What follows belongs to an exercise in optimizing a design on an open flow for small area, a short achievable clock period and few clock cycles per item; a production flow would make more cautious choices.
RTL that was checked went through simulation tests only; none was proved equivalent to the original.

## fp_mul_sched_top
module fp_mul_sched_top (
    input  logic         clk,
    input  logic         reset_n,
    input  logic [3:0]   req_valid,
    input  logic [127:0] req_x,
    input  logic [127:0] req_y,
    output logic [3:0]   req_ready,
    output logic         res_valid,
    input  logic         res_ready,
    output logic [1:0]   res_id,
    output logic [31:0]  res_data,
    output logic [4:0]   res_flags,
    output logic         busy
);
    fp_mul_sched #(
        .EXP  (8),
        .MAN  (23),
        .NREQ (4)
    ) u_sched (
        .clk       (clk),
        .reset_n   (reset_n),
        .req_valid (req_valid),
        .req_x     (req_x),
        .req_y     (req_y),
        .req_ready (req_ready),
        .res_valid (res_valid),
        .res_ready (res_ready),
        .res_id    (res_id),
        .res_data  (res_data),
        .res_flags (res_flags),
        .busy      (busy)
    );
endmodule
Size: about 2,300 cells after synthesis, roughly 94 flip-flops, about 310 I/O pins, ~0.020 mm2 of cells after synthesis.
Settings: LEC_CHECK=0, ABC_AREA=1, CAP_MARGIN=20, CORE_MARGIN=2, CORE_UTILIZATION=40, SETUP_SLACK_MARGIN=3.5, SLEW_MARGIN=20, SYNTH_HIERARCHICAL=1; clock period 10.5 ns.
standard.sh (not shown) runs the stock make flow with config.mk's settings and CLKGATE_MAP_FILE= SYNTH_SCRIPT=/design/flow/synth_recipe.tcl, a recipe that flattens the netlist after the stock synthesis.
==> flow/flow/run.sh <==
#!/bin/bash
# Layout flow: the standard flow (standard.sh) with two changes after synthesis:
# the port buffers are the small sky130_fd_sc_hd__buf_1 instead of the delay cell
# buffer_ports picks by default, and timing repair may swap a cell for one with a
# different footprint (MATCH_CELL_FOOTPRINT=0), so those buffers can be resized.
# Synthesis is the standard one, unchanged. Each step's output goes to its own log here.
set -uo pipefail
bash standard.sh synth > synth.log 2>&1 || exit 1
bash standard.sh "BUFFER_PORTS_ARGS=-buffer_cell sky130_fd_sc_hd__buf_1" MATCH_CELL_FOOTPRINT=0 finish > layout.log 2>&1 || exit 1
Testbench counts at the start, summed over its fixed seeds: cycles 2,056, items 2,048.
==> next run, changes <==
--- a/flow/design.v
+++ b/flow/design.v
@@ -22,25 +22,25 @@
 import fp_mul_pkg::*;
 module fp_mul_pipe (
     input  logic               clk,
     input  logic               en_i,
     input  logic [31:0]        x_i,
     input  logic [31:0]        y_i,
     output logic [31:0]        data_o,
     output logic [FLAGS_W-1:0] flags_o
 );
     logic [23:0] a, b;
     logic [11:0] one, two, neg;
     logic        sgn_c, zero_c, nan_c, inf_c;
-    logic [9:0]  esum_c, esum1_c;
+    logic [9:0]  esum_c;
     logic [7:0]  e0_c;
     logic        unf0_c, unf1_c, ovf0_c, ovf1_c;
     logic pp0_0;
     logic pp0_1;
     logic pp0_2;
     logic pp0_3;
     logic pp0_4;
     logic pp0_5;
     logic pp0_6;
     logic pp0_7;
     logic pp0_8;
     logic pp0_9;
@@ -942,30 +942,29 @@
     logic        sgn_q, zero_q, nan_q, inf_q, lcq;
     logic [7:0]  e0_q;
     logic        unf0_q, unf1_q, ovf0_q, ovf1_q;
     assign a = {1'b1, x_i[22:0]};
     assign b = {1'b1, y_i[22:0]};
     always_comb begin
         zero_c = (x_i[30:23] == 8'd0) || (y_i[30:23] == 8'd0);
         nan_c  = !zero_c && ((x_i[30:23] == 8'hFF && x_i[22:0] != 23'd0) ||
                              (y_i[30:23] == 8'hFF && y_i[22:0] != 23'd0));
         inf_c  = !zero_c && !nan_c && (x_i[30:23] == 8'hFF || y_i[30:23] == 8'hFF);
         sgn_c  = x_i[31] ^ y_i[31];
         esum_c  = {2'b00, x_i[30:23]} + {2'b00, y_i[30:23]} - 10'd127;
-        esum1_c = {2'b00, x_i[30:23]} + {2'b00, y_i[30:23]} - 10'd126;
         e0_c    = esum_c[7:0];
         unf0_c  = !zero_c && !nan_c && !inf_c && (esum_c[9] || esum_c == 10'd0);
-        unf1_c  = !zero_c && !nan_c && !inf_c && (esum1_c[9] || esum1_c == 10'd0);
+        unf1_c  = !zero_c && !nan_c && !inf_c && esum_c[9];
         ovf0_c  = !zero_c && !nan_c && !inf_c && !esum_c[9] && (esum_c[8] || esum_c[7:0] == 8'hFF);
-        ovf1_c  = !zero_c && !nan_c && !inf_c && !esum1_c[9] && (esum1_c[8] || esum1_c[7:0] == 8'hFF);
+        ovf1_c  = !zero_c && !nan_c && !inf_c && !esum_c[9] && (esum_c[8] || esum_c[7:1] == 7'h7F);
     end
     assign one[0] = b[0] ^ 1'b0;
     assign two[0] = (b[1] & ~b[0] & ~1'b0) | (~b[1] & b[0] & 1'b0);
     assign neg[0] = b[1] & ~(b[0] & 1'b0);
     assign pp0_0 = ((one[0] & a[0])) ^ neg[0];
     assign pp0_1 = ((one[0] & a[1]) | (two[0] & a[0])) ^ neg[0];
     assign pp0_2 = ((one[0] & a[2]) | (two[0] & a[1])) ^ neg[0];
     assign pp0_3 = ((one[0] & a[3]) | (two[0] & a[2])) ^ neg[0];
     assign pp0_4 = ((one[0] & a[4]) | (two[0] & a[3])) ^ neg[0];
     assign pp0_5 = ((one[0] & a[5]) | (two[0] & a[4])) ^ neg[0];
     assign pp0_6 = ((one[0] & a[6]) | (two[0] & a[5])) ^ neg[0];
     assign pp0_7 = ((one[0] & a[7]) | (two[0] & a[6])) ^ neg[0];
The changed run ran to the end with no violations.
Clock-buffer cell count stays the same.
Final cell count decreases by a few percent.
Routed wire length rises slightly.
Worst setup slack loses 19 ps.
Sequential cell count does not change.
Synthesized area is lower slightly.
Fmax hardly moves.
Global-route usage came out lower by 0.43 points.
Cell area came out lower slightly.
Only the layout flow was run in the second run of this note; the RTL was not checked for function there.

* * *

south:
Another version of the RTL of fp_mul_sched_top (not shown whole).
For scale: about 2,300 cells after synthesis, about 110 flip-flops, about 310 I/O pins.
==> module fp_mul_sched, before the edit <==
module fp_mul_sched
#(
    parameter int EXP  = FP_EXP_DEF,
    parameter int MAN  = FP_MAN_DEF,
    parameter int BITS = MAN + EXP + 1,
    parameter int BIAS = 2 ** (EXP - 1) - 1,
    parameter int NREQ = 4,    
    localparam int IDW = (NREQ > 1) ? $clog2(NREQ) : 1
) (
    input  logic                      clk,
    input  logic                      reset_n,
    input  logic [NREQ-1:0]           req_valid,
    input  logic [NREQ-1:0][BITS-1:0] req_x,
    input  logic [NREQ-1:0][BITS-1:0] req_y,
    output logic [NREQ-1:0]           req_ready,
    output logic                      res_valid,
    input  logic                      res_ready,
    output logic [IDW-1:0]            res_id,
    output logic [BITS-1:0]           res_data,
    output logic [FLAGS_W-1:0]        res_flags,
    output logic                      busy
);
    logic [IDW-1:0]     last_q;
    logic               vld_q;
    logic [IDW-1:0]     id_q;
    logic [NREQ-1:0]    gnt;        
    logic [IDW-1:0]     gnt_idx;
    logic               accept;     
    logic [BITS-1:0]    x_sel, y_sel;
    logic [BITS-1:0]    mul_data;
    logic [FLAGS_W-1:0] mul_flags;
    always_comb begin
        logic [3:0] v;
        v = req_valid;
        unique case (last_q)
            2'd0:    gnt = v[1] ? 4'b0010 : v[2] ? 4'b0100 : v[3] ? 4'b1000 : v[0] ? 4'b0001 : 4'b0000;
            2'd1:    gnt = v[2] ? 4'b0100 : v[3] ? 4'b1000 : v[0] ? 4'b0001 : v[1] ? 4'b0010 : 4'b0000;
            2'd2:    gnt = v[3] ? 4'b1000 : v[0] ? 4'b0001 : v[1] ? 4'b0010 : v[2] ? 4'b0100 : 4'b0000;
            default: gnt = v[0] ? 4'b0001 : v[1] ? 4'b0010 : v[2] ? 4'b0100 : v[3] ? 4'b1000 : 4'b0000;
        endcase
        gnt_idx = {gnt[3] | gnt[2], gnt[3] | gnt[1]};
    end
    assign accept    = !vld_q || res_ready;
    assign req_ready = accept ? gnt : '0;
    always_comb begin
        x_sel = '0;
        y_sel = '0;
        for (int i = 0; i < NREQ; i++) begin
            x_sel = x_sel | (req_x[i] & {BITS{gnt[i]}});
            y_sel = y_sel | (req_y[i] & {BITS{gnt[i]}});
        end
    end
    fp_mul_pipe u_mul (
        .clk     (clk),
        .en_i    (accept),
        .x_i     (x_sel),
        .y_i     (y_sel),
        .data_o  (mul_data),
        .flags_o (mul_flags)
    );
    always_ff @(posedge clk or negedge reset_n) begin
        if (!reset_n) begin
            vld_q  <= 1'b0;
            last_q <= IDW'(NREQ - 1);
        end else begin
            if (accept) vld_q <= |gnt;
            if (accept && |gnt) last_q <= gnt_idx;
        end
    end
    always_ff @(posedge clk) begin
        if (accept) begin
            id_q    <= gnt_idx;
        end
    end
    assign res_valid = vld_q;
    assign res_id    = id_q;
    assign res_data  = mul_data;
    assign res_flags = mul_flags;
    assign busy      = vld_q;
endmodule
Settings: LEC_CHECK=0, CAP_MARGIN=20, CORE_MARGIN=2, CORE_UTILIZATION=40, SLEW_MARGIN=20; clock period 10.5 ns.
run.sh (not shown) runs the stock make flow with config.mk's settings and CLKGATE_MAP_FILE= SYNTH_SCRIPT=/design/flow/synth_recipe.tcl, a recipe that flattens the netlist after the stock synthesis.
Stock flow here: none of the scripts above is used.
The flow did not stop early for south: all stages ran, and the layout cleared the timing, DRC and antenna checks.
### south -> west
diff --git a/flow/design.v b/flow/design.v
--- a/flow/design.v
+++ b/flow/design.v
@@ -1936,9 +1936,9 @@
     parameter int EXP  = FP_EXP_DEF,
     parameter int MAN  = FP_MAN_DEF,
     parameter int BITS = MAN + EXP + 1,
     parameter int BIAS = 2 ** (EXP - 1) - 1,
-    parameter int NREQ = 4,    
+    parameter int NREQ = 4,
     localparam int IDW = (NREQ > 1) ? $clog2(NREQ) : 1
 ) (
     input  logic                      clk,
     input  logic                      reset_n,
@@ -1962,17 +1962,22 @@
     logic [BITS-1:0]    x_sel, y_sel;
     logic [BITS-1:0]    mul_data;
     logic [FLAGS_W-1:0] mul_flags;
     always_comb begin
-        logic [3:0] v;
-        v = req_valid;
-        unique case (last_q)
-            2'd0:    gnt = v[1] ? 4'b0010 : v[2] ? 4'b0100 : v[3] ? 4'b1000 : v[0] ? 4'b0001 : 4'b0000;
-            2'd1:    gnt = v[2] ? 4'b0100 : v[3] ? 4'b1000 : v[0] ? 4'b0001 : v[1] ? 4'b0010 : 4'b0000;
-            2'd2:    gnt = v[3] ? 4'b1000 : v[0] ? 4'b0001 : v[1] ? 4'b0010 : v[2] ? 4'b0100 : 4'b0000;
-            default: gnt = v[0] ? 4'b0001 : v[1] ? 4'b0010 : v[2] ? 4'b0100 : v[3] ? 4'b1000 : 4'b0000;
-        endcase
-        gnt_idx = {gnt[3] | gnt[2], gnt[3] | gnt[1]};
+        logic found;
+        logic [IDW-1:0] cand;
+        found   = 1'b0;
+        gnt     = '0;
+        gnt_idx = '0;
+        cand    = last_q;
+        for (int i = 0; i < NREQ; i++) begin
+            cand = (cand == IDW'(NREQ - 1)) ? '0 : cand + 1'b1;
+            if (!found && req_valid[cand]) begin
+                found        = 1'b1;
+                gnt[cand]    = 1'b1;
+                gnt_idx      = cand;
+            end
+        end
     end
     assign accept    = !vld_q || res_ready;
     assign req_ready = accept ? gnt : '0;
     always_comb begin
## What came out
Measured against each other, south and west differ in die area, the lower figure coming from south. Diff south -> west: register-to-register slack fell by 1.15 ns, share of synthesized area occupied by flip-flops and latches fell by 0.56 points, post-synthesis compound-gate area fraction rose by 0.72 points, post-synthesis share of cell area spent on xor and xnor gates fell by 0.19 points, post-route clock period utilization fell by 2.7 points. The total detailed-routing wirelength in west was higher than what south gave. Critical path depth went up by a few percent going from south to west. Looking at utilization of the core after routing, west sits 0.38 points lower than south does. Clock input transition at the sequential cells of the worst setup and hold paths: south vs west — no meaningful difference. west ends up with a remaining max-slew budget at the tightest pin that is 0.59 points higher than in south.
No functional check of the RTL was part of any run of this note.

[re-timing with driven ports]
The flow's constraints put no driver on any port. The routed layouts listed below were extracted and timed again, unchanged, in two steps. Step 1, drivers: a clkbuf_16 drives clk and a buf_2 each remaining input, both assumed. Step 2 also shifts input and output timing later by t, the mid clock arrival at the registers, as if the neighbouring blocks saw the same clock. Slacks: ideal / step 1 / step 2; pairs: ideal / step 1.
run	shift t [ns]	slack for setup (ns)	worst setup path at the end	pins driven straight from the clock port
the first run of note 1	0.431	3.561 / 3.577 / 3.146	input to register	1
the second run of note 1	0.433	3.542 / 3.568 / 3.135	input to register	1
south	0.525	0.552 / 0.498 / 1.023	register to output	1
west	0.510	0.840 / 0.787 / 0.536	input to register	1
After both steps setup and hold are still met in every run listed. For the first run of note 1, which loses most, drivers alone change the setup slack by +0.016 ns; drivers and shift together by -0.415 ns.
